What follows belongs to an exercise in optimizing a design on an open flow for small area; a production flow would make more cautious choices. At most, simulation tests tie the RTL to the original design; equivalence was not proved.

==> 06-10 <==
## tcp_offload
module tcp_offload (
    input  logic                i_clk,
    input  logic                i_reset,
    input  logic [39:0]         i_cpu_req,
    output logic [33:0]         o_cpu_rsp,
    input  logic [9:0]          i_rx,
    output logic [9:0]          o_tx
);
==> flow/config.mk <==
export PLATFORM = sky130hd
export DESIGN_NAME = tcp_offload
export DESIGN_NICKNAME = tcp_offload
export VERILOG_FILES = /design/flow/design.v
export SDC_FILE = /design/flow/constraint.sdc
export NUM_CORES = 4
export LEC_CHECK = 0
export CAP_MARGIN = 5
export CORE_MARGIN = 2
export CORE_UTILIZATION = 65
export PLACE_DENSITY = 0.75
export SLEW_MARGIN = 5
export CTS_ARGS = -sink_clustering_enable -repair_clock_nets -dont_use_dummy_load -buf_list "sky130_fd_sc_hd__clkbuf_4" -sink_clustering_size 10 -sink_clustering_max_diameter 40
export BUFFER_PORTS_ARGS = -buffer_cell sky130_fd_sc_hd__buf_1
==> flow/constraint.sdc <==
create_clock -name core_clock -period 5.0 [get_ports {i_clk}]
set_input_delay 1.0000 -clock core_clock [delete_from_list [all_inputs] [get_ports {i_clk}]]
set_output_delay 1.0000 -clock core_clock [all_outputs]
set_load 0.01 [all_outputs]
standard.sh (not shown) runs the stock make flow with config.mk's settings and CLKGATE_MAP_FILE= SYNTH_SCRIPT=/design/flow/synth_recipe.tcl, a recipe that flattens the netlist after the stock synthesis.
==> flow/flow/run.sh <==
#!/bin/bash
cat >> config.mk <<'EOF'
export CTS_ARGS = -sink_clustering_enable -repair_clock_nets -dont_use_dummy_load -buf_list "sky130_fd_sc_hd__clkbuf_4" -sink_clustering_size 10 -sink_clustering_max_diameter 40
export BUFFER_PORTS_ARGS = -buffer_cell sky130_fd_sc_hd__buf_1
EOF
bash standard.sh > standard.log 2>&1
==> 07-28 (differences from 06-10) <==
--- a/flow/design.v
+++ b/flow/design.v
@@ -54,51 +54,55 @@
     assign c_req  = i_cpu_req[39];
     assign c_wr   = i_cpu_req[38];
     assign c_addr = i_cpu_req[37:32];
     assign c_wd   = i_cpu_req[31:0];
     logic        st_pay_q;
-    logic [1:0]  hcnt_q;         
+    logic [1:0]  hcnt_q;
+    logic        first_q;
     logic [31:0] hdr_q;
     logic        p_v_q, p_l_q, pv_q;
     logic [7:0]  p_d_q;
     always_ff @(posedge i_clk) begin
         if (rst) begin
             st_pay_q <= 1'b0;
             hcnt_q <= 2'd0;
+            first_q <= 1'b0;
             p_v_q <= 1'b0;
             pv_q <= 1'b0;
         end else begin
             p_v_q <= st_pay_q & rx_v;
-            pv_q <= st_pay_q & rx_v & hcnt_q[0];
+            pv_q <= st_pay_q & rx_v & first_q;
             if (rx_v) begin
                 if (!st_pay_q) begin
                     if (rx_l) begin
                         hcnt_q <= 2'd0;
                     end else if (hcnt_q == 2'd3) begin
-                        hcnt_q <= 2'd1;
+                        hcnt_q <= 2'd0;
+                        first_q <= 1'b1;
                         st_pay_q <= 1'b1;
                     end else begin
                         hcnt_q <= hcnt_q + 2'd1;
                     end
                 end else begin
-                    hcnt_q <= 2'd0;
+                    first_q <= 1'b0;
                     if (rx_l) st_pay_q <= 1'b0;
                 end
             end
         end
     end
     always_ff @(posedge i_clk) begin
         p_d_q <= rx_d;
         p_l_q <= rx_l;
         if (rx_v && !st_pay_q) hdr_q <= {hdr_q[23:0], rx_d};
     end
+    logic [3:0]       s_busy_q;      
     logic [3:0]       s_full_q;      
     logic [3:0]       s_lenm1_q [4];
     logic [15:0]      s_remote_q [4];
     logic [15:0]      port_q [4];
     logic [3:0]       en_q;
-    logic [3:0] match;
+    logic [3:0] match, m1;
     logic       found;
     logic [1:0] msel;
     logic       hit_q;
     logic [1:0] sel_q;           
     logic [1:0] cur_sel;
@@ -106,12 +110,16 @@
     logic       drop_q;
     logic       r_v_q, r_l_q;
     logic [4:0] wp_q;
     always_comb begin
         for (int i = 0; i < 4; i++) begin
-            match[i] = en_q[i] & ~s_full_q[i] & (port_q[i] == hdr_q[15:0]);
+            match[i] = en_q[i] & ~s_busy_q[i] & (port_q[i] == hdr_q[15:0]);
         end
+        m1[0] = match[0];
+        m1[1] = match[1] & ~match[0];
+        m1[2] = match[2] & ~match[1] & ~match[0];
+        m1[3] = match[3] & ~match[2] & ~match[1] & ~match[0];
         found = |match;
         msel = {~match[0] & ~match[1], ~match[0] & (match[1] | ~match[2])};
     end
     assign cur_hit = pv_q ? found : hit_q;
     assign cur_sel = pv_q ? msel : sel_q;
@@ -129,11 +137,11 @@
     end
     always_ff @(posedge i_clk) begin
         sel_q <= cur_sel;
         r_l_q <= p_l_q;
         for (int i = 0; i < 4; i++) begin
-            if (pv_q && !s_full_q[i]) s_remote_q[i] <= hdr_q[31:16];
+            if (pv_q && m1[i]) s_remote_q[i] <= hdr_q[31:16];
         end
     end
     logic [3:0]   r_hit;         
     logic         w_en;
     logic [3:0]   last_row;
@@ -148,22 +156,22 @@
         if (p_v_q && cur_hit) begin
             if (pv_q) wp_q <= 5'd1;
             else if (!wp_q[4]) wp_q <= wp_q + 5'd1;
         end
         for (int i = 0; i < 4; i++) begin
-            if (p_v_q && p_l_q && !s_full_q[i]) s_lenm1_q[i] <= last_row;
+            if (p_v_q && cur_hit && p_l_q && cur_sel == 2'(i)) s_lenm1_q[i] <= last_row;
             if (shift[i]) buf_q[i] <= {buf_q[i][119:0], p_d_q};
         end
     end
     logic       g;
     logic [3:0] gnt_q;           
     logic [1:0] ptr_q;           
-    logic [5:0] ph_q;            
-    logic [3:0] row_q;           
+    logic [20:0] ph_q;           
     logic       pick_found;
     logic [1:0] pick;
     logic       done;
+    logic [3:0] row;
     logic [7:0] ys [4];
     logic [7:0] tbyte;
     logic       tv_q, tl_q;
     logic [7:0] td_q;
     assign g = |gnt_q;
@@ -175,30 +183,34 @@
                 pick_found = 1'b1;
                 pick = 2'(ptr_q + 2'(k));
             end
         end
     end
+    always_comb begin
+        row = 4'd0;
+        for (int k = 0; k < 16; k++) row = row | (ph_q[5 + k] ? 4'(k) : 4'd0);
+    end
     logic [3:0] x;
     logic       reg_a, reg_b, reg_c;
     logic [3:0] thr;
     logic       pay, hrot;
     assign x = s_lenm1_q[ptr_q];
     assign reg_a = (x <= 4'd5);
     assign reg_b = ~reg_a & (x <= 4'd11);
     assign reg_c = ~reg_a & ~reg_b;
     assign thr = reg_a ? x : (reg_b ? x - 4'd6 : x - 4'd10);
-    assign pay = ph_q[5];
+    assign pay = |ph_q[20:5];
     always_comb begin
         hrot = 1'b0;
         for (int k = 0; k < 5; k++) hrot = hrot | (ph_q[k] & (4'(k) >= thr));
     end
     always_comb begin
         for (int i = 0; i < 4; i++) begin
             shift[i] = (w_en & (cur_sel == 2'(i))) | (gnt_q[i] & (pay | hrot));
         end
     end
-    assign done = pay & (row_q == x);
+    assign done = pay & (row == x);
     always_comb begin
         tbyte = 8'd0;
         for (int i = 0; i < 4; i++) begin
             ys[i] = (port_q[i][15:8] & {8{ph_q[1]}}) | (port_q[i][7:0] & {8{ph_q[2]}}) |
                     (s_remote_q[i][15:8] & {8{ph_q[3]}}) | (s_remote_q[i][7:0] & {8{ph_q[4]}});
@@ -213,10 +225,11 @@
             gnt_q <= 4'd0;
             ptr_q <= 2'd0;
             tv_q <= 1'b0;
             tl_q <= 1'b0;
             td_q <= 8'd0;
+            s_busy_q <= 4'd0;
             s_full_q <= 4'd0;
         end else begin
             tv_q <= g & ~ph_q[0];
             tl_q <= g & done;
             td_q <= tbyte;
@@ -225,25 +238,30 @@
             end else if (pick_found) begin
                 gnt_q <= 4'd1 << pick;
                 ptr_q <= pick;
             end
             for (int i = 0; i < 4; i++) begin
-                if (r_hit[i] && r_l_q) s_full_q[i] <= 1'b1;
-                else if (gnt_q[i] && done) s_full_q[i] <= 1'b0;
+                if (r_hit[i]) begin
+                    s_busy_q[i] <= 1'b1;
+                    if (r_l_q) s_full_q[i] <= 1'b1;
+                end else if (gnt_q[i] && done) begin
+                    s_busy_q[i] <= 1'b0;
+                    s_full_q[i] <= 1'b0;
+                end
             end
         end
     end
     always_ff @(posedge i_clk) begin
-        ph_q <= g ? {ph_q[5] | ph_q[4], ph_q[3:0], 1'b0} : 6'd1;
-        row_q <= pay ? row_q + 4'd1 : 4'd0;
+        ph_q <= g ? {ph_q[19:0], 1'b0} : 21'd1;
     end
     assign o_tx = {tv_q, td_q, tl_q};
     logic        wr_en, rd_en;
     logic [31:0] wdr;
     logic        rda_q, wra_q;
     logic [9:0]  rsel_q;        
     logic        acc_v_q, a2_v_q, d2_q;
+    logic [1:0]  acc_s_q, a2_s_q;
     logic [31:0] cnt_q [4];
     logic [31:0] dcnt_q;
     logic [31:0] rdata;
     assign wr_en = c_req & c_wr;
     assign rd_en = c_req & ~c_wr;
@@ -263,11 +281,11 @@
     endfunction
     always_ff @(posedge i_clk) begin
         for (int i = 0; i < 4; i++) begin
             if (rst || (wr_en && c_addr == 6'(i))) port_q[i] <= wdr[15:0];
             if (rst || (wr_en && c_addr == 6'(8 + i))) cnt_q[i] <= wdr;
-            else cnt_q[i] <= incr(cnt_q[i], a2_v_q && sel_q == 2'(i));
+            else cnt_q[i] <= incr(cnt_q[i], a2_v_q && a2_s_q == 2'(i));
         end
         if (rst || (wr_en && c_addr == 6'd4)) en_q <= wdr[3:0];
         if (rst || (wr_en && c_addr == 6'd12)) dcnt_q <= wdr;
         else dcnt_q <= incr(dcnt_q, d2_q);
     end
@@ -280,17 +298,19 @@
             d2_q <= 1'b0;
         end else begin
             rda_q <= rd_en;
             wra_q <= wr_en;
             acc_v_q <= r_v_q & r_l_q;
-            a2_v_q <= acc_v_q & ~(wr_en && c_addr == {4'b0010, sel_q});
+            a2_v_q <= acc_v_q & ~(wr_en && c_addr == {4'b0010, acc_s_q});
             d2_q <= drop_q & ~(wr_en && c_addr == 6'd12);
         end
     end
     always_ff @(posedge i_clk) begin
         for (int i = 0; i < 5; i++) rsel_q[i] <= ~rst & rd_en & (c_addr == 6'(i));
         for (int i = 0; i < 5; i++) rsel_q[5 + i] <= ~rst & rd_en & (c_addr == 6'(8 + i));
+        acc_s_q <= sel_q;
+        a2_s_q <= acc_s_q;
     end
     always_comb begin
         rdata = 32'd0;
         for (int i = 0; i < 4; i++) begin
             rdata = rdata | ({16'd0, port_q[i]} & {32{rsel_q[i]}});
==> flow/flow/run.sh (replaced) <==
#!/bin/bash
cat >> config.mk <<'EOF'
export CTS_ARGS = -sink_clustering_enable -repair_clock_nets -dont_use_dummy_load -buf_list "sky130_fd_sc_hd__clkbuf_8 sky130_fd_sc_hd__clkbuf_16" -sink_clustering_size 20 -sink_clustering_max_diameter 60
export BUFFER_PORTS_ARGS = -buffer_cell sky130_fd_sc_hd__buf_1
EOF
bash standard.sh > standard.log 2>&1
- CAP_MARGIN: 5 -> 20
- CORE_UTILIZATION: 65 -> 40
- CTS_ARGS: -sink_clustering_enable -repair_clock_nets -dont_use_dummy_load -buf_list "sky130_fd_sc_hd__clkbuf_4" -sink_clustering_size 10 -sink_clustering_max_diameter 40 -> -sink_clustering_enable -repair_clock_nets -dont_use_dummy_load -buf_list "sky130_fd_sc_hd__clkbuf_8 sky130_fd_sc_hd__clkbuf_16" -sink_clustering_size 20 -sink_clustering_max_diameter 60
- PLACE_DENSITY: 0.75 -> unset
- SLEW_MARGIN: 5 -> 20
==> 01-24 (differences from 06-10) <==
--- a/flow/design.v
+++ b/flow/design.v
@@ -89,16 +89,17 @@
     always_ff @(posedge i_clk) begin
         p_d_q <= rx_d;
         p_l_q <= rx_l;
         if (rx_v && !st_pay_q) hdr_q <= {hdr_q[23:0], rx_d};
     end
+    logic [3:0]       s_busy_q;      
     logic [3:0]       s_full_q;      
     logic [3:0]       s_lenm1_q [4];
     logic [15:0]      s_remote_q [4];
     logic [15:0]      port_q [4];
     logic [3:0]       en_q;
-    logic [3:0] match;
+    logic [3:0] match, m1;
     logic       found;
     logic [1:0] msel;
     logic       hit_q;
     logic [1:0] sel_q;           
     logic [1:0] cur_sel;
@@ -106,12 +107,16 @@
     logic       drop_q;
     logic       r_v_q, r_l_q;
     logic [4:0] wp_q;
     always_comb begin
         for (int i = 0; i < 4; i++) begin
-            match[i] = en_q[i] & ~s_full_q[i] & (port_q[i] == hdr_q[15:0]);
+            match[i] = en_q[i] & ~s_busy_q[i] & (port_q[i] == hdr_q[15:0]);
         end
+        m1[0] = match[0];
+        m1[1] = match[1] & ~match[0];
+        m1[2] = match[2] & ~match[1] & ~match[0];
+        m1[3] = match[3] & ~match[2] & ~match[1] & ~match[0];
         found = |match;
         msel = {~match[0] & ~match[1], ~match[0] & (match[1] | ~match[2])};
     end
     assign cur_hit = pv_q ? found : hit_q;
     assign cur_sel = pv_q ? msel : sel_q;
@@ -129,11 +134,11 @@
     end
     always_ff @(posedge i_clk) begin
         sel_q <= cur_sel;
         r_l_q <= p_l_q;
         for (int i = 0; i < 4; i++) begin
-            if (pv_q && !s_full_q[i]) s_remote_q[i] <= hdr_q[31:16];
+            if (pv_q && m1[i]) s_remote_q[i] <= hdr_q[31:16];
         end
     end
     logic [3:0]   r_hit;         
     logic         w_en;
     logic [3:0]   last_row;
@@ -148,11 +153,11 @@
         if (p_v_q && cur_hit) begin
             if (pv_q) wp_q <= 5'd1;
             else if (!wp_q[4]) wp_q <= wp_q + 5'd1;
         end
         for (int i = 0; i < 4; i++) begin
-            if (p_v_q && p_l_q && !s_full_q[i]) s_lenm1_q[i] <= last_row;
+            if (p_v_q && cur_hit && p_l_q && cur_sel == 2'(i)) s_lenm1_q[i] <= last_row;
             if (shift[i]) buf_q[i] <= {buf_q[i][119:0], p_d_q};
         end
     end
     logic       g;
     logic [3:0] gnt_q;           
@@ -213,10 +218,11 @@
             gnt_q <= 4'd0;
             ptr_q <= 2'd0;
             tv_q <= 1'b0;
             tl_q <= 1'b0;
             td_q <= 8'd0;
+            s_busy_q <= 4'd0;
             s_full_q <= 4'd0;
         end else begin
             tv_q <= g & ~ph_q[0];
             tl_q <= g & done;
             td_q <= tbyte;
@@ -225,12 +231,17 @@
             end else if (pick_found) begin
                 gnt_q <= 4'd1 << pick;
                 ptr_q <= pick;
             end
             for (int i = 0; i < 4; i++) begin
-                if (r_hit[i] && r_l_q) s_full_q[i] <= 1'b1;
-                else if (gnt_q[i] && done) s_full_q[i] <= 1'b0;
+                if (r_hit[i]) begin
+                    s_busy_q[i] <= 1'b1;
+                    if (r_l_q) s_full_q[i] <= 1'b1;
+                end else if (gnt_q[i] && done) begin
+                    s_busy_q[i] <= 1'b0;
+                    s_full_q[i] <= 1'b0;
+                end
             end
         end
     end
     always_ff @(posedge i_clk) begin
         ph_q <= g ? {ph_q[5] | ph_q[4], ph_q[3:0], 1'b0} : 6'd1;
==> flow/flow/run.sh (replaced) <==
#!/bin/bash
cat >> config.mk <<'EOF'
export CTS_ARGS = -sink_clustering_enable -repair_clock_nets -dont_use_dummy_load -buf_list "sky130_fd_sc_hd__clkbuf_8" -sink_clustering_size 16 -sink_clustering_max_diameter 50
export BUFFER_PORTS_ARGS = -buffer_cell sky130_fd_sc_hd__buf_1
EOF
bash standard.sh > standard.log 2>&1
- CAP_MARGIN: 5 -> 20
- CORE_UTILIZATION: 65 -> 75
- CTS_ARGS: -sink_clustering_enable -repair_clock_nets -dont_use_dummy_load -buf_list "sky130_fd_sc_hd__clkbuf_4" -sink_clustering_size 10 -sink_clustering_max_diameter 40 -> -sink_clustering_enable -repair_clock_nets -dont_use_dummy_load -buf_list "sky130_fd_sc_hd__clkbuf_8" -sink_clustering_size 16 -sink_clustering_max_diameter 50
- PLACE_DENSITY: 0.75 -> 0.85
- SLEW_MARGIN: 5 -> 20
==> metrics.md <==
| Metric | Value |
|---|---|
| Worst Hold Launch | `i_rx[5]` |
| Area of the core | `roughly 53,000 sq um` |
| Worst-path clk slew | `0.10 ns` |
| Status | `complete, no violations` |
Source of the figures above: 06-10

==> metrics.md <==
| Metric | Value |
|---|---|
| Drt pass-1 iters | `9` |
| Multi-input gates | `roughly 1,400` |
| Post-synth EDFFs | `approximately 700` |
| XOR/XNOR Fraction of Synth Area | `2.338%` |
| Slew @ Worst Pin | `1.129 ns` |
| Worst Hold Launch | `buf_q[2][100]$_DFFE_PP_` |
| Worst-path clk slew | `0.10 ns` |
| Status | `complete, no violations` |
| Area of the core | `approximately 46,000 sq um` |
Source of the figures above: 01-24

==> metrics.md <==
| Metric | Value |
|---|---|
| Status | `complete, no violations` |
| Worst-path clk slew | `0.07 ns` |
| Worst Hold Launch | `buf_q[2][29]$_DFFE_PP_` |
| Width of the die | `301.6 um` |
| Area of the core | `88,100 sq um` |
Source of the figures above: 07-28

Only the layout flow was run in 07-28; the RTL was not checked for function there.

==> what the ideal ports hide <==
Ports are ideal in the flow. The routed layouts listed here were re-timed in OpenROAD.
Step 1 assumes that a clkbuf_16 drives the clock port and a buf_2 every other input.
Step 2 adds t to the input delays and takes it off the output delays; t is the mean of the earliest and latest rising clock arrival at the registers after step 1. Input paths then give back, and output paths get back, about the clock's delay inside the block.
Slacks: ideal ports / drivers / drivers and shift; pairs: ideal ports / drivers.
| run | t (ns) | setup WS [ns] | hold WS [ns] |
|---|---|---|---|
| 06-10 | 0.972 | 0.865 / 0.865 / 0.865 | 0.224 / 0.193 / 0.360 |
| 07-28 | 0.664 | 0.459 / 0.459 / 0.459 | 0.352 / 0.352 / 0.352 |
| 01-24 | 0.712 | 0.363 / 0.363 / 0.363 | 0.404 / 0.404 / 0.404 |
After both steps setup and hold are still met in every run listed.
